This is an optimization exercise on Yosys and OpenROAD, whose aim is small area, a short achievable clock period and few clock cycles per item, not a production implementation. In this exercise RTL edits were held to simulation tests only and were not proved equivalent to the original. No activity file was given, so power comes from the tool's default toggle rates.

## the reference run
==> flow/design.v (excerpt) <==
module cache_bank (
    input  logic                      clk,
    input  logic                      rst_n,
    input  logic                      core_req_valid,
    output logic                      core_req_ready,
    input  logic                      core_req_op,
    input  logic [LINE_ADDR_BITS-1:0] core_req_line_addr,
    input  logic [WSEL_BITS-1:0]      core_req_wsel,
    input  logic [WORD_BYTES-1:0]     core_req_byteen,
    input  logic [WORD_BITS-1:0]      core_req_data,
    input  logic [REQ_TAG_BITS-1:0]   core_req_tag,
    output logic                      core_rsp_valid,
    input  logic                      core_rsp_ready,
    output logic [WORD_BITS-1:0]      core_rsp_data,
    output logic [REQ_TAG_BITS-1:0]   core_rsp_tag,
    output logic                      mem_req_valid,
    input  logic                      mem_req_ready,
    output logic                      mem_req_op,
    output logic [LINE_ADDR_BITS-1:0] mem_req_line_addr,
    output logic [LINE_BYTES-1:0]     mem_req_byteen,
    output logic [LINE_BITS-1:0]      mem_req_data,
    input  logic                      mem_rsp_valid,
    output logic                      mem_rsp_ready,
    input  logic [LINE_BITS-1:0]      mem_rsp_data
);
    logic                      tag_write;
    logic                      hit;
    logic                      mreq_valid;
    logic                      mreq_full_next;
    logic [NUM_SETS-1:0]       store_set_oh;
    logic [NUM_SETS*WORDS_PER_LINE-1:0] store_word_oh;
    logic                      data_fill;
    logic                      data_fill_sel;
    logic                      word_write;
    logic [WORD_BYTES-1:0]     store_byteen;
    logic [WORD_BITS-1:0]      store_word;
    logic [WORD_BITS-1:0]      read_word;
    logic [WORD_BITS-1:0]      mem_req_word;
    bank_ctrl u_ctrl (
        .clk                (clk),
        .rst_n              (rst_n),
        .core_req_valid     (core_req_valid),
        .core_req_ready     (core_req_ready),
        .core_req_op        (core_req_op),
        .core_req_line_addr (core_req_line_addr),
        .core_req_wsel      (core_req_wsel),
        .core_req_byteen    (core_req_byteen),
  ...
clock: 6.0 ns
lec_check: 0
cap_margin: 20
cell_pad_in_sites_detail_placement: 1
cell_pad_in_sites_global_placement: 1
core_margin: 5
core_utilization: 40
place_density: 0.6
setup_slack_margin: 3.3
slew_margin: 20
tns_end_percent: 10
run.sh (not shown) runs the stock make flow with config.mk's settings and CLKGATE_MAP_FILE= SYNTH_SCRIPT=/design/flow/synth_recipe.tcl, a recipe that flattens the netlist after the stock synthesis.
Testbench counts of the reference run, summed over its fixed seeds: cycles 24,106, requests 24,000.
For the trial run, these inputs were changed with respect to the reference run:
# the reference run
export LEC_CHECK = 0
export CAP_MARGIN = 20
export CELL_PAD_IN_SITES_DETAIL_PLACEMENT = 1
export CELL_PAD_IN_SITES_GLOBAL_PLACEMENT = 1
export CORE_MARGIN = 5
export CORE_UTILIZATION = 40
export PLACE_DENSITY = 0.6
export SETUP_SLACK_MARGIN = 3.3
export SLEW_MARGIN = 20
export TNS_END_PERCENT = 10
create_clock -name core_clock -period 6.0 [get_ports {clk}]
# the trial run
export LEC_CHECK = 0
export CAP_MARGIN = 20
export CELL_PAD_IN_SITES_DETAIL_PLACEMENT = 1
export CELL_PAD_IN_SITES_GLOBAL_PLACEMENT = 1
export CORE_MARGIN = 5
export CORE_UTILIZATION = 40
export CTS_CLUSTER_DIAMETER = 80
export CTS_CLUSTER_SIZE = 20
export PLACE_DENSITY = 0.6
export SETUP_SLACK_MARGIN = 3.3
export SLEW_MARGIN = 20
export TNS_END_PERCENT = 10
create_clock -name core_clock -period 6.0 [get_ports {clk}]
[summary]
- Re die boundary width: no difference whatsoever between the reference run and the trial run.
- Against the reference run, the trial run comes in 0.03 ns higher on clock transition at the registers of the reported paths.
- Any difference in synthesized-area fraction occupied by ao, oa, aoi and oai cells between the reference run and the trial run is small enough to ignore.
- Diff the trial run..the reference run | count of multi-input gates | negligible
- The number of cells on the critical path of the trial run falls short of that of the reference run by 2.
- Compared with the reference run, the trial run shows switching part of the total power higher by 2.0 points.

========
Setup of job 7542:
cache_bank, a different RTL version from the one above (not shown whole).
For scale: about 6,000 cells after synthesis, about 2,600 flip-flops, ~100,000 um^2 of cells after synthesis.
==> flow/config.mk <==
export PLATFORM = sky130hd
export DESIGN_NAME = cache_bank
export DESIGN_NICKNAME = cache_bank
export VERILOG_FILES = /design/flow/design.v
export SDC_FILE = /design/flow/constraint.sdc
export NUM_CORES = 4
export LEC_CHECK = 0
export CAP_MARGIN = 20
export CELL_PAD_IN_SITES_DETAIL_PLACEMENT = 1
export CELL_PAD_IN_SITES_GLOBAL_PLACEMENT = 1
export CORE_MARGIN = 5
export CORE_UTILIZATION = 40
export CTS_CLUSTER_DIAMETER = 80
export CTS_CLUSTER_SIZE = 20
export PLACE_DENSITY = 0.6
export SETUP_SLACK_MARGIN = 3.3
export SLEW_MARGIN = 20
export TNS_END_PERCENT = 40
==> flow/constraint.sdc <==
create_clock -name core_clock -period 6.0 [get_ports {clk}]
set_input_delay 1.2000 -clock core_clock [delete_from_list [all_inputs] [get_ports {clk}]]
set_output_delay 1.2000 -clock core_clock [all_outputs]
set_load 0.01 [all_outputs]
Job 7542 went all the way through synthesis, placement and routing and the layout is clean on timing, DRC and antenna.
Testbench counts of job 7542, summed over its fixed seeds: cycles 24,098, requests 24,000.
Setup changes, job 7542 to job 3048
Settings: TNS_END_PERCENT changed from 40 to 100.
Notes after the runs:
- Per the comparison of job 3048 with job 7542, wire length reported by the detailed router picked up an extra about 3.2%; portion of total power attributed to combinational logic has increased; clock tree cell share of total cell area saw little to no change; maximum ir drop on the vdd rail went down about 14%; maximum clock frequency up about 2.6%.
The following lists how job 9651 was set up differently from job 3048:
Settings: CAP_MARGIN: 20 -> 10; SLEW_MARGIN: 20 -> 10; TNS_END_PERCENT: 100 -> 0.
[summary]
Compared with job 3048, in job 9651 total power consumption of the routed design lower, static power due to leakage lower, multi-input combinational cell area lower, area fraction of clock buffers and clock inverters higher, transition time at the pin with the least slew margin higher.
Job 9651 gives more sequential share of power than job 3048 did.

==> what the ideal ports hide <==
How much do the figures lean on ideal ports? The routed layouts below were timed once more, with nothing changed but the port constraints.
Step 1 (the two cells are an assumption about what drives the block):
set clk [get_ports {clk}]
set_driving_cell -lib_cell sky130_fd_sc_hd__clkbuf_16 $clk
set_driving_cell -lib_cell sky130_fd_sc_hd__buf_2 [delete_from_list [all_inputs] $clk]
Step 2 times the ports against the registers' clock, not the clock port: input delays grow and output delays shrink by t, the midpoint of the rising clock arrivals with the driver on.
a / b / c = no drivers / after step 1 / after step 2; a / b = the first two.
run	t, ns	slack for setup (ns)	clock arrival spread, ns	worst data-port slew with drivers (ns)
the reference run	1.052	2.880 / 2.880 / 1.921	0.089 / 0.090	0.23
the trial run	0.968	2.842 / 2.842 / 1.992	0.048 / 0.048	0.23
job 7542	0.939	2.951 / 2.890 / 1.951	0.059 / 0.059	0.16
job 3048	0.975	3.028 / 2.956 / 1.980	0.062 / 0.063	0.19
job 9651	0.961	2.598 / 2.598 / 1.843	0.049 / 0.049	0.18
After both steps every run listed still meets setup and hold. The setup slack of job 3048, which loses most, moves by -0.072 ns with the drivers and by -1.048 ns with both steps.
